This is an optimization exercise on Yosys and OpenROAD, whose aim is small area, not a production implementation.
Only simulation tests tie the RTL to the original design; equivalence was not proved.
No activity file was given, so power comes from the tool's default toggle rates.

==> flow/design.v (excerpt) <==
module safe_bus_wrapper (
  input  logic                                clk_i,
  input  logic                                rst_ni,
  input  logic [3*70-1:0] hart_instr_req_i,
  output logic [3*34-1:0] hart_instr_rsp_o,
  input  logic [3*70-1:0] hart_data_req_i,
  output logic [3*34-1:0] hart_data_rsp_o,
  output logic [3*70-1:0] mem_instr_req_o,
  input  logic [3*34-1:0] mem_instr_rsp_i,
  output logic [3*70-1:0] mem_data_req_o,
  input  logic [3*34-1:0] mem_data_rsp_i,
  input  logic [3-1:0]             sleep_i,
  input  logic [8-1:0]              cfg_i,
  input  logic                                cfg_valid_i,
  output logic                                tmr_error_o,
  output logic                                dmr_error_o,
  output logic [3-1:0]             tmr_error_id_o
);
  localparam int NH = 3;
  localparam int RQ = 70;
  localparam int RS = 34;
  localparam int DW = 32;
  logic          tmr_q;
  logic [NH-1:0] master_q;
  logic [NH-1:0] iso_q;      
  ...
Size: ~1600 cells after synthesis.
Settings: LEC_CHECK=0, CAP_MARGIN=20, CORE_AREA=10 10 460 460, CTS_BUF_LIST=sky130_fd_sc_hd__clkbuf_2 sky130_fd_sc_hd__clkbuf_4, DIE_AREA=0 0 470 470, PLACE_DENSITY=0.85, SLEW_MARGIN=20, SYNTH_HIERARCHICAL=1; clock period 7.0 ns.
standard.sh (not shown) runs the stock make flow with config.mk's settings and CLKGATE_MAP_FILE= SYNTH_SCRIPT=/design/flow/synth_recipe.tcl, a recipe that flattens the netlist after the stock synthesis.
==> flow/flow/run.sh <==
#!/bin/bash
# Own layout flow: the standard synthesis, gate sizing down to the
# smallest variant of each combinational cell, then the standard layout
# with one sky130_fd_sc_hd__buf_1 buffer on every input and output port.
set -euo pipefail
WORK=$(pwd)
RES=$WORK/orfs/results/$FLOW_PLATFORM/safe_bus_wrapper/base

bash standard.sh synth > log_1_synth.txt 2>&1

cat > downsize_run.tcl <<EOT
read_db $RES/1_synth.odb
source $WORK/flow/downsize.tcl
write_db $RES/1_synth.odb
EOT
openroad -no_init -exit downsize_run.tcl > log_2_downsize.txt 2>&1

export BUFFER_PORTS_ARGS="-buffer_cell sky130_fd_sc_hd__buf_1"
bash standard.sh > log_3_layout.txt 2>&1
==> flow/flow/downsize.tcl <==
# Gate sizing before floorplan: every combinational cell of the synthesized
# netlist goes to the smallest-area variant of its own function (same cell
# family, other drive strength); later repair steps size up where timing needs.
set db [ord::get_db]
set block [ord::get_db_block]
set masters {}
foreach lib [$db getLibs] {
  foreach m [$lib getMasters] {
    set n [$m getName]
    # The platform marks the low-power and probe cells do not use
    if {[regexp {lpflow|probe} $n]} { continue }
    if {[regexp {^(sky130_fd_sc_hd__.+)_([0-9]+)$} $n -> base drive]} {
      set area [expr {[$m getWidth] * [$m getHeight]}]
      if {![dict exists $masters $base] ||
          $area < [lindex [dict get $masters $base] 1] ||
          ($area == [lindex [dict get $masters $base] 1] &&
           $drive > [lindex [dict get $masters $base] 2])} {
        dict set masters $base [list $m $area $drive]
      }
    }
  }
}
set swapped 0
foreach inst [$block getInsts] {
  set m [$inst getMaster]
  set n [$m getName]
  # Registers and tie cells keep their cells
  if {[regexp {^sky130_fd_sc_hd__(df|dl|sdf|edf|conb)} $n]} { continue }
  if {![regexp {^(sky130_fd_sc_hd__.+)_([0-9]+)$} $n -> base drive]} { continue }
  if {![dict exists $masters $base]} { continue }
  set best [lindex [dict get $masters $base] 0]
  if {[$best getName] ne $n} {
    if {[$inst swapMaster $best]} { incr swapped } else { puts "could not swap [$inst getName] $n" }
  }
}
puts "downsized $swapped instances"
The baseline completed and failed the layout checks on negative setup slack.
Edit:
- PLACE_DENSITY: 0.85 -> unset
What happened:
- Now the flow finished clean
- non-clock buffer count is lower by 8
- routed wire length is lower by 6.0%
- worst hold slack got worse by 14 ps
- cell area is lower by 1.3%
- flip-flop and latch count stays the same
- critical path depth is higher by 1
- combinational power is lower by about 2%
- fmax is higher by 5.7%
- synthesized area stays the same
- via count is lower by 1.9%
- cell count is lower by 0.90%

========
== run 1 ==
The RTL this note starts from:
==> flow/design.v <==
`timescale 1ns/1ps
`default_nettype none
module maj3 (
  input  logic [2:0] r_i,
  output logic       y_o
);
  assign y_o = (r_i[0] & r_i[1]) | (r_i[1] & r_i[2]) | (r_i[0] & r_i[2]);
endmodule
module inv1 (
  input  logic a_i,
  output logic y_o
);
  assign y_o = ~a_i;
endmodule
module req_slice (
  input  logic [2:0] r_i,      
  input  logic [2:0] own_i,    
  input  logic [2:0] maj_i,    
  output logic [2:0] m_o,      
  output logic       maj_n_o   
);
  logic maj;
  maj3 u_maj (.r_i(r_i), .y_o(maj));
  inv1 u_inv (.a_i(maj), .y_o(maj_n_o));
  assign m_o = (own_i & r_i) | (maj_i & {3{maj}});
endmodule
module odd_pair (
  input  logic [1:0] r_i,
  input  logic [1:0] maj_n_i,
  output logic       up_n_o,
  output logic       dn_o
);
  assign up_n_o = ~((r_i[0] & maj_n_i[0]) | (r_i[1] & maj_n_i[1]));
  assign dn_o   = ~((r_i[0] | maj_n_i[0]) & (r_i[1] | maj_n_i[1]));
endmodule
module any_low #(
  parameter int N = 2
) (
  input  logic [N-1:0] n_i,
  output logic         y_o
);
  assign y_o = ~&n_i;
endmodule
module any_high #(
  parameter int N = 2
) (
  input  logic [N-1:0] p_i,
  output logic         y_o
);
  assign y_o = |p_i;
endmodule
`default_nettype wire
`timescale 1ns/1ps
`default_nettype none
module rsp_master (
  input  logic [2:0] m_i,
  input  logic [2:0] master_i,
  output logic       mr_n_o
);
  assign mr_n_o = ~|(master_i & m_i);
endmodule
module rsp_out (
  input  logic m_i,
  input  logic own_i,
  input  logic mr_n_i,
  input  logic mst_n_i,
  output logic o_o
);
  assign o_o = (own_i & m_i) | ~(mr_n_i | mst_n_i);
endmodule
module rsp_out_l (
  input  logic m_i,
  input  logic own_i,
  input  logic mr_n_i,
  input  logic mst_n_i,
  input  logic l_i,
  output logic o_o
);
  assign o_o = (own_i & m_i) | ~(mr_n_i | mst_n_i) | l_i;
endmodule
module rsp_slice (
  input  logic [2:0] m_i,
  input  logic [2:0] master_i,
  input  logic [2:0] own_i,
  input  logic [2:0] mst_n_i,
  input  logic [2:0] l_i,
  output logic [2:0] o_o
);
  logic mr_n;
  rsp_master u_mr (.m_i(m_i), .master_i(master_i), .mr_n_o(mr_n));
  for (genvar h = 0; h < 3; h++) begin : gen_h
    rsp_out_l u_o (.m_i(m_i[h]), .own_i(own_i[h]), .mr_n_i(mr_n), .mst_n_i(mst_n_i[h]),
                   .l_i(l_i[h]), .o_o(o_o[h]));
  end
endmodule
module rsp_slice_0 (
  input  logic [2:0] m_i,
  input  logic [2:0] master_i,
  input  logic [2:0] own_i,
  input  logic [2:0] mst_n_i,
  output logic [2:0] o_o
);
  logic mr_n;
  rsp_master u_mr (.m_i(m_i), .master_i(master_i), .mr_n_o(mr_n));
  for (genvar h = 0; h < 3; h++) begin : gen_h
    rsp_out u_o (.m_i(m_i[h]), .own_i(own_i[h]), .mr_n_i(mr_n), .mst_n_i(mst_n_i[h]),
                 .o_o(o_o[h]));
  end
endmodule
`default_nettype wire
`timescale 1ns/1ps
`default_nettype none
module safe_bus_wrapper (
  input  logic                                clk_i,
  input  logic                                rst_ni,
  input  logic [3*70-1:0] hart_instr_req_i,
  output logic [3*34-1:0] hart_instr_rsp_o,
  input  logic [3*70-1:0] hart_data_req_i,
  output logic [3*34-1:0] hart_data_rsp_o,
  output logic [3*70-1:0] mem_instr_req_o,
  input  logic [3*34-1:0] mem_instr_rsp_i,
  output logic [3*70-1:0] mem_data_req_o,
  input  logic [3*34-1:0] mem_data_rsp_i,
  input  logic [3-1:0]             sleep_i,
  input  logic [8-1:0]              cfg_i,
  input  logic                                cfg_valid_i,
  output logic                                tmr_error_o,
  output logic                                dmr_error_o,
  output logic [3-1:0]             tmr_error_id_o
);
  localparam int NH = 3;
  localparam int RQ = 70;
  localparam int RS = 34;
  localparam int DW = 32;
  logic          tmr_q;
  logic [NH-1:0] master_q;
  logic [NH-1:0] iso_q;      
  logic          cfg_load;
  logic [NH-1:0] iso_d;      
  assign cfg_load = cfg_valid_i && (&sleep_i);
  assign iso_d    = cfg_load ? ({NH{cfg_i[7]}} & ~cfg_i[2:0]) : iso_q;
  always_ff @(posedge clk_i or negedge rst_ni) begin
    if (!rst_ni) begin
      tmr_q    <= 1'b0;
      master_q <= 3'b001;
      iso_q    <= 3'b000;
    end else begin
      if (cfg_load) begin
        tmr_q    <= cfg_i[6];
        master_q <= cfg_i[5:3];
      end
      iso_q <= iso_d;
    end
  end
  logic          dmr;
  logic          single;
  logic [NH-1:0] iso;        
  logic [NH-1:0] own_req;    
  logic [NH-1:0] maj_req;    
  logic [NH-1:0] own_rsp;    
  logic [NH-1:0] mst_rsp_n;  
  assign iso       = iso_q;
  assign dmr       = |iso_q;
  assign single    = !tmr_q && !dmr;
  assign own_req   = {NH{single}} | ({NH{dmr}} & master_q);
  assign maj_req   = {NH{tmr_q}} & master_q;
  assign own_rsp   = {NH{single}} | master_q;
  assign mst_rsp_n = own_rsp | iso;
  logic [1:0][NH*RQ-1:0] hreq;
  logic [1:0][NH*RS-1:0] mrsp;
  logic [1:0][NH*RQ-1:0] mreq;
  logic [1:0][NH*RS-1:0] hrsp;
  logic [2*RQ-1:0]       maj_n;
  logic [NH-1:0][RQ-1:0] up_n, dn;
  logic [NH-1:0]         odd;
  assign hreq[0] = hart_instr_req_i;
  assign hreq[1] = hart_data_req_i;
  assign mrsp[0] = mem_instr_rsp_i;
  assign mrsp[1] = mem_data_rsp_i;
  assign mem_instr_req_o  = mreq[0];
  assign mem_data_req_o   = mreq[1];
  assign hart_instr_rsp_o = hrsp[0];
  assign hart_data_rsp_o  = hrsp[1];
  for (genvar b = 0; b < 2; b++) begin : gen_bus
    localparam logic [DW-1:0] IsoRdata = (b == 0) ? 32'h10500073 : 32'h00000000;
    for (genvar k = 0; k < RQ; k++) begin : gen_req
      req_slice u_req (
        .r_i   ({hreq[b][2*RQ+k], hreq[b][RQ+k], hreq[b][k]}),
        .own_i (own_req),
        .maj_i (maj_req),
        .m_o   ({mreq[b][2*RQ+k], mreq[b][RQ+k], mreq[b][k]}),
        .maj_n_o (maj_n[b*RQ+k])
      );
    end
    logic [NH-1:0] hreq_v, rv_q;
    for (genvar h = 0; h < NH; h++) begin : gen_hart
      assign hreq_v[h] = hreq[b][h*RQ + 69];
    end
    for (genvar k = 0; k < DW; k++) begin : gen_rdata
      if (IsoRdata[k]) begin : g_one
        rsp_slice u_rsp (
          .m_i      ({mrsp[b][2*RS+k], mrsp[b][RS+k], mrsp[b][k]}),
          .master_i (master_q),
          .own_i    (own_rsp),
          .mst_n_i  (mst_rsp_n),
          .l_i      (iso),
          .o_o      ({hrsp[b][2*RS+k], hrsp[b][RS+k], hrsp[b][k]})
        );
      end else begin : g_zero
        rsp_slice_0 u_rsp (
          .m_i      ({mrsp[b][2*RS+k], mrsp[b][RS+k], mrsp[b][k]}),
          .master_i (master_q),
          .own_i    (own_rsp),
          .mst_n_i  (mst_rsp_n),
          .o_o      ({hrsp[b][2*RS+k], hrsp[b][RS+k], hrsp[b][k]})
        );
      end
    end
    rsp_slice u_gnt (
      .m_i      ({mrsp[b][2*RS+33], mrsp[b][RS+33], mrsp[b][33]}),
      .master_i (master_q),
      .own_i    (own_rsp),
      .mst_n_i  (mst_rsp_n),
      .l_i      (iso & hreq_v),
      .o_o      ({hrsp[b][2*RS+33], hrsp[b][RS+33], hrsp[b][33]})
    );
    rsp_slice u_rvalid (
      .m_i      ({mrsp[b][2*RS+32], mrsp[b][RS+32],
                  mrsp[b][32]}),
      .master_i (master_q),
      .own_i    (own_rsp),
      .mst_n_i  (mst_rsp_n),
      .l_i      (iso & rv_q),
      .o_o      ({hrsp[b][2*RS+32], hrsp[b][RS+32],
                  hrsp[b][32]})
    );
    for (genvar h = 0; h < NH; h++) begin : gen_iso
      always_ff @(posedge clk_i or negedge rst_ni) begin
        if (!rst_ni) begin
          rv_q[h] <= 1'b0;
        end else if (!iso[h]) begin
          rv_q[h] <= (hreq_v[h] && hrsp[b][h*RS + 33]) ||
                     (rv_q[h] && !hrsp[b][h*RS + 32]);
        end else begin
          rv_q[h] <= hreq_v[h] && iso_d[h];
        end
      end
    end
  end
  for (genvar h = 0; h < NH; h++) begin : gen_odd
    logic [2*RQ-1:0] rh;
    logic            any_up, any_dn;
    assign rh = {hreq[1][h*RQ +: RQ], hreq[0][h*RQ +: RQ]};
    for (genvar k = 0; k < RQ; k++) begin : gen_pair
      odd_pair u_pair (
        .r_i     (rh[2*k +: 2]),
        .maj_n_i (maj_n[2*k +: 2]),
        .up_n_o  (up_n[h][k]),
        .dn_o    (dn[h][k])
      );
    end
    any_low  #(.N(RQ)) u_up (.n_i(up_n[h]), .y_o(any_up));
    any_high #(.N(RQ)) u_dn (.p_i(dn[h]), .y_o(any_dn));
    assign odd[h] = any_up | any_dn;
  end
  assign tmr_error_id_o = {NH{tmr_q}} & odd;
  assign tmr_error_o    = tmr_q && (|odd);
  assign dmr_error_o    = |(~iso_q & odd) && dmr;
endmodule
`default_nettype wire
Settings: LEC_CHECK=0, CAP_MARGIN=20, CORE_AREA=10 10 490 370, CTS_BUF_LIST=sky130_fd_sc_hd__clkbuf_2 sky130_fd_sc_hd__clkbuf_4, DIE_AREA=0 0 500 380, SLEW_MARGIN=20, SYNTH_HIERARCHICAL=1; clock period 7.0 ns.
Scripts as last shown in full above: flow/flow/run.sh, flow/flow/downsize.tcl
Input changes introduced in run 2 (baseline for comparison: run 1):
Settings: CORE_AREA: 10 10 490 370 -> 10 10 460 460; DIE_AREA: 0 0 500 380 -> 0 0 470 470.
- Run 2 falls short of run 1 in worst supply voltage drop on vdd.
- Re met3 routed wirelength: run 1 and run 2 aren't equal, and the higher value belongs to run 2.
- Compared with run 1, run 2 shows met1 layer usage reported by global route lower by 5.9 points.
- Per the comparison of run 2 with run 1, wire length has increased, total via count after detailed routing increased about 2.2%, maximum operating frequency rose 4.2%, cell count moved up, switching share of power moved up.
- The run showing the smaller fill cell total of the finished layout is run 1.
For run 3, these inputs were changed with respect to run 2:
diff --git a/flow/flow/run.sh b/flow/flow/run.sh
--- a/flow/flow/run.sh
+++ b/flow/flow/run.sh
@@ -4 +4,2 @@
-# with one sky130_fd_sc_hd__buf_1 buffer on every input and output port.
+# with one sky130_fd_sc_hd__buf_1 buffer on every input and output port, and
+# gates with slack to spare sized down after global routing.
@@ -18,0 +20,2 @@
+# After global routing, size down gates on paths with slack to spare
+export RECOVER_POWER=100
FAIL: run 3; every other run in run 2 and run 3 is clean. Run 3 against run 2: area of the mapped netlist level; critical path depth went down 7; power went down about 0.64%. Source of the critical timing path: hart_instr_req_i[74] -> run 2, iso_q[1] -> run 3. Clock skew of run 2 is on par with run 3. In terms of area taken by flip-flops and latches, run 3 and run 2 differ only marginally. On number of max-capacitance violations reported: between run 2 and run 3, it ends up lower for run 2. When run 3 is measured against run 2, its count of antenna diodes in the layout turns out 8 lower. Run 2 was larger in final cell area than run 3. As far as via count is concerned, run 3 and run 2 perform about the same. The final wirelength on run 3 is in line with that on run 2. Worst setup slack came out lower on run 3 than on run 2.
--- input diff run 3..run 4 ---
Settings: PLACE_DENSITY newly set to 0.8.
diff --git a/flow/flow/run.sh b/flow/flow/run.sh
--- a/flow/flow/run.sh
+++ b/flow/flow/run.sh
@@ -4,2 +4 @@
-# with one sky130_fd_sc_hd__buf_1 buffer on every input and output port, and
-# gates with slack to spare sized down after global routing.
+# with one sky130_fd_sc_hd__buf_1 buffer on every input and output port.
@@ -20,2 +18,0 @@
-# After global routing, size down gates on paths with slack to spare
-export RECOVER_POWER=100
--- outcome ---
Nothing crashed in run 4 and all stages finished; the problem is that the final layout failed, the offending checks being max-slew violations. Run comparison: run 4 category of the most critical setup path in -> out; run 3 category of the most critical setup path reg -> out. Run 3 and run 4 ended up with roughly the same sequential share of cell area. Setup slack after layout: run 4 < run 3. Compared with run 3, run 4 shows a post-route fraction of the period consumed by the critical path that is 1.5 points higher. Of run 4 and run 3, the lower number of gates resized after CTS belongs to run 3. When the final numbers for run 4 and run 3 were put side by side, the worst hold slack turned out to be smaller in run 4.

-- port drivers added, routing unchanged --
The flow's constraints put no driver on any port. The routed layouts listed below were extracted and timed again, unchanged, in two steps. Step 1: set_driving_cell puts a clkbuf_16 on clk_i and a buf_2 on each other input, an assumption about the parent block. Step 2 also shifts input and output timing later by t, the mid clock arrival at the registers, as if the neighbouring blocks saw the same clock. Three values: ideal, step 1, step 2; two values: the first two.
| run | t, ns | setup slack, ns | worst data-port slew with drivers (ns) | cell pins on the clock port's net |
|---|---|---|---|---|
| the first run of note 1 | 0.317 | -0.112 / -0.170 / -0.170 | 0.41 | 1 |
| the second run of note 1 | 0.315 | 0.272 / 0.229 / 0.229 | 0.38 | 1 |
| run 1 | 0.307 | 0.258 / 0.130 / 0.130 | 0.30 | 1 |
| run 2 | 0.296 | 0.531 / 0.457 / 0.457 | 0.30 | 1 |
| run 3 | 0.299 | 0.354 / 0.332 / 0.332 | 0.32 | 1 |
| run 4 | 0.297 | 0.247 / 0.203 / 0.203 | 0.38 | 1 |
The setup slack of run 1, which loses most, moves by -0.128 ns with the drivers and by -0.128 ns with both steps.
